Context: an optimization exercise on an open-source flow, tuned for small area, a short achievable clock period and few clock cycles per item. The choices shown serve that exercise and are no tape-out recipe. In this exercise RTL edits were held to simulation tests only and were not proved equivalent to the original.

## mm_kernel
module mm_kernel (
  input  logic                          ap_clk,
  input  logic                          areset,
  input  logic                          i_ap_start,
  input  logic [mm_pkg::PROD_CNT_W-1:0] i_num_products,
  input  logic                          i_beat_valid,
  input  logic [mm_pkg::BEAT_W-1:0]     i_beat,
  output logic                          o_ap_idle,
  output logic                          o_ap_done,
  output logic                          o_c_valid,
  output logic [mm_pkg::ROW_W-1:0]      o_c_row,
  output logic                          o_c_last
);
export LEC_CHECK = 0
export CAP_MARGIN = 20
export CORE_MARGIN = 2
export CORE_UTILIZATION = 60
export SLEW_MARGIN = 20
export SYNTH_HIERARCHICAL = 1
export SYNTH_MINIMUM_KEEP_SIZE = 0
create_clock -name core_clock -period 10.5 [get_ports {ap_clk}]
standard.sh (not shown) runs the stock make flow with config.mk's settings and CLKGATE_MAP_FILE= SYNTH_SCRIPT=/design/flow/synth_recipe.tcl, a recipe that flattens the netlist after the stock synthesis.
==> flow/flow/run.sh <==
#!/bin/bash
# The standard layout, with timing repair aimed past the clock period:
# repair_timing works until the setup slack reaches SETUP_SLACK_MARGIN, so the
# layout is optimised for a shorter period than the constraint asks for.
# Antenna repair after detailed routing gets more rounds than the default five,
# and flow/antenna.tcl adds one with a ratio margin if a violation is left.
# The clock, the constraints and every other step are the standard ones.
set -euo pipefail
MARGIN=${MARGIN:-7.1}
bash standard.sh SETUP_SLACK_MARGIN=$MARGIN TNS_END_PERCENT=10 MAX_REPAIR_ANTENNAS_ITER_DRT=10 \
  POST_DETAIL_ROUTE_TCL="$PWD/flow/antenna.tcl" finish > flow_make.log 2>&1
==> flow/flow/antenna.tcl <==
# Runs after ORFS's detailed routing and its antenna rounds (POST_DETAIL_ROUTE_TCL).
# If an antenna violation is left, repair once more with a margin on the ratios and
# with repairs allowed in congested spots, then route again.
if { [check_antennas] } {
  repair_antennas -ratio_margin 20 -allow_congestion
  detailed_route {*}$::all_args
  check_antennas
}
The starting point finished but fails on antenna rules.
Testbench counts at the start, summed over its fixed seeds: cycles 4,588, products 286.
Next try:
==> flow/flow/run.sh (replaced) <==
#!/bin/bash
# The standard layout, with timing repair aimed past the clock period:
# repair_timing works until the setup slack reaches SETUP_SLACK_MARGIN, so the
# layout is optimised for a shorter period than the constraint asks for.
# Antenna repair after detailed routing gets more rounds than the default five.
# The clock, the constraints and every other step are the standard ones.
set -euo pipefail
MARGIN=${MARGIN:-7.1}
bash standard.sh SETUP_SLACK_MARGIN=$MARGIN TNS_END_PERCENT=10 MAX_REPAIR_ANTENNAS_ITER_DRT=10 finish > flow_make.log 2>&1
removed: flow/flow/antenna.tcl
The new run completed, yet does not pass: antenna rules.
Via count barely changes.
Final area barely changes.
Cell count shrinks by 0.35%.
Routed wire length stays flat.
Non-clock buffer count stays the same.

* * *

== willow ==
mm_kernel, a different RTL version from the one above (not shown whole).
Size in the first run: roughly 12,000 cells after synthesis, ~150,000 um2 of cells after synthesis.
clock: 10.5 ns
lec_check: 0
cap_margin: 20
core_margin: 2
core_utilization: 50
slew_margin: 20
synth_hierarchical: 1
synth_minimum_keep_size: 0
==> flow/flow/run.sh <==
#!/bin/bash
# The standard layout, with timing repair aimed past the clock period:
# repair_timing works until the setup slack reaches SETUP_SLACK_MARGIN, so the
# layout is optimised for a shorter period than the constraint asks for.
# The clock, the constraints and every other step are the standard ones.
set -euo pipefail
MARGIN=${MARGIN:-7.1}
bash standard.sh SETUP_SLACK_MARGIN=$MARGIN TNS_END_PERCENT=10 finish > flow_make.log 2>&1
Testbench counts of willow, summed over its fixed seeds: cycles 4,588, products 286.
diff inputs: willow => quartz
# willow
export LEC_CHECK = 0
export CAP_MARGIN = 20
export CORE_MARGIN = 2
export CORE_UTILIZATION = 50
export SLEW_MARGIN = 20
export SYNTH_HIERARCHICAL = 1
export SYNTH_MINIMUM_KEEP_SIZE = 0
create_clock -name core_clock -period 10.5 [get_ports {ap_clk}]
# quartz
export LEC_CHECK = 0
export CAP_MARGIN = 20
export CORE_MARGIN = 2
export CORE_UTILIZATION = 62
export SLEW_MARGIN = 20
export SYNTH_HIERARCHICAL = 1
export SYNTH_MINIMUM_KEEP_SIZE = 0
create_clock -name core_clock -period 10.5 [get_ports {ap_clk}]
==> run notes <==
willow: full flow OK, the timing, DRC and antenna checks passed
No stage failed in quartz, and the final checks on the layout all came back clean.
Global-route usage: quartz > willow
On setup slack, willow and quartz are neck and neck.
Looking at area of the core across both flows, quartz is the stronger of the two, with willow trailing.
Looking at average detailed-routed wire length per instance, quartz sits about 4.5% above willow.
[quartz vs willow] floorplan die height: lower in quartz
quartz vs. willow: detailed route wirelength on metal3 went up by 7.6%.
quartz ended up with a lower register-to-register slack than willow did.

==> afterwards: timing with drivers on the ports <==
The results above use ideal ports. As a check the final layouts listed here were re-extracted and re-timed, cells and wires unchanged. Step 1: set_driving_cell puts a clkbuf_16 on ap_clk and a buf_2 on each other input, an assumption about the parent block. Step 2 moves the port delays by t, midway between the first and last clock arrival at a register: inputs arrive t later, outputs are due t later. That takes back most of the time a late clock gives input paths. Slacks: ideal / step 1 / step 2; pairs: ideal / step 1.
run | t, ns | setup slack, ns | latest minus earliest clock arrival (ns) | slew at the worst register clock pin (ns) | worst data-port slew with drivers (ns)
the first run of note 1 | 0.948 | 6.925 / 6.892 / 6.067 | 0.034 / 0.034 | 0.07 / 0.07 | 0.09
the second run of note 1 | 0.948 | 6.940 / 6.892 / 6.067 | 0.034 / 0.034 | 0.07 / 0.07 | 0.09
willow | 1.017 | 6.934 / 6.827 / 6.548 | 0.082 / 0.082 | 0.07 / 0.07 | 0.11
quartz | 0.972 | 6.934 / 6.879 / 6.359 | 0.038 / 0.038 | 0.07 / 0.07 | 0.15
The setup slack of the second run of note 1, which loses most, moves by -0.048 ns with the drivers and by -0.873 ns with both steps.
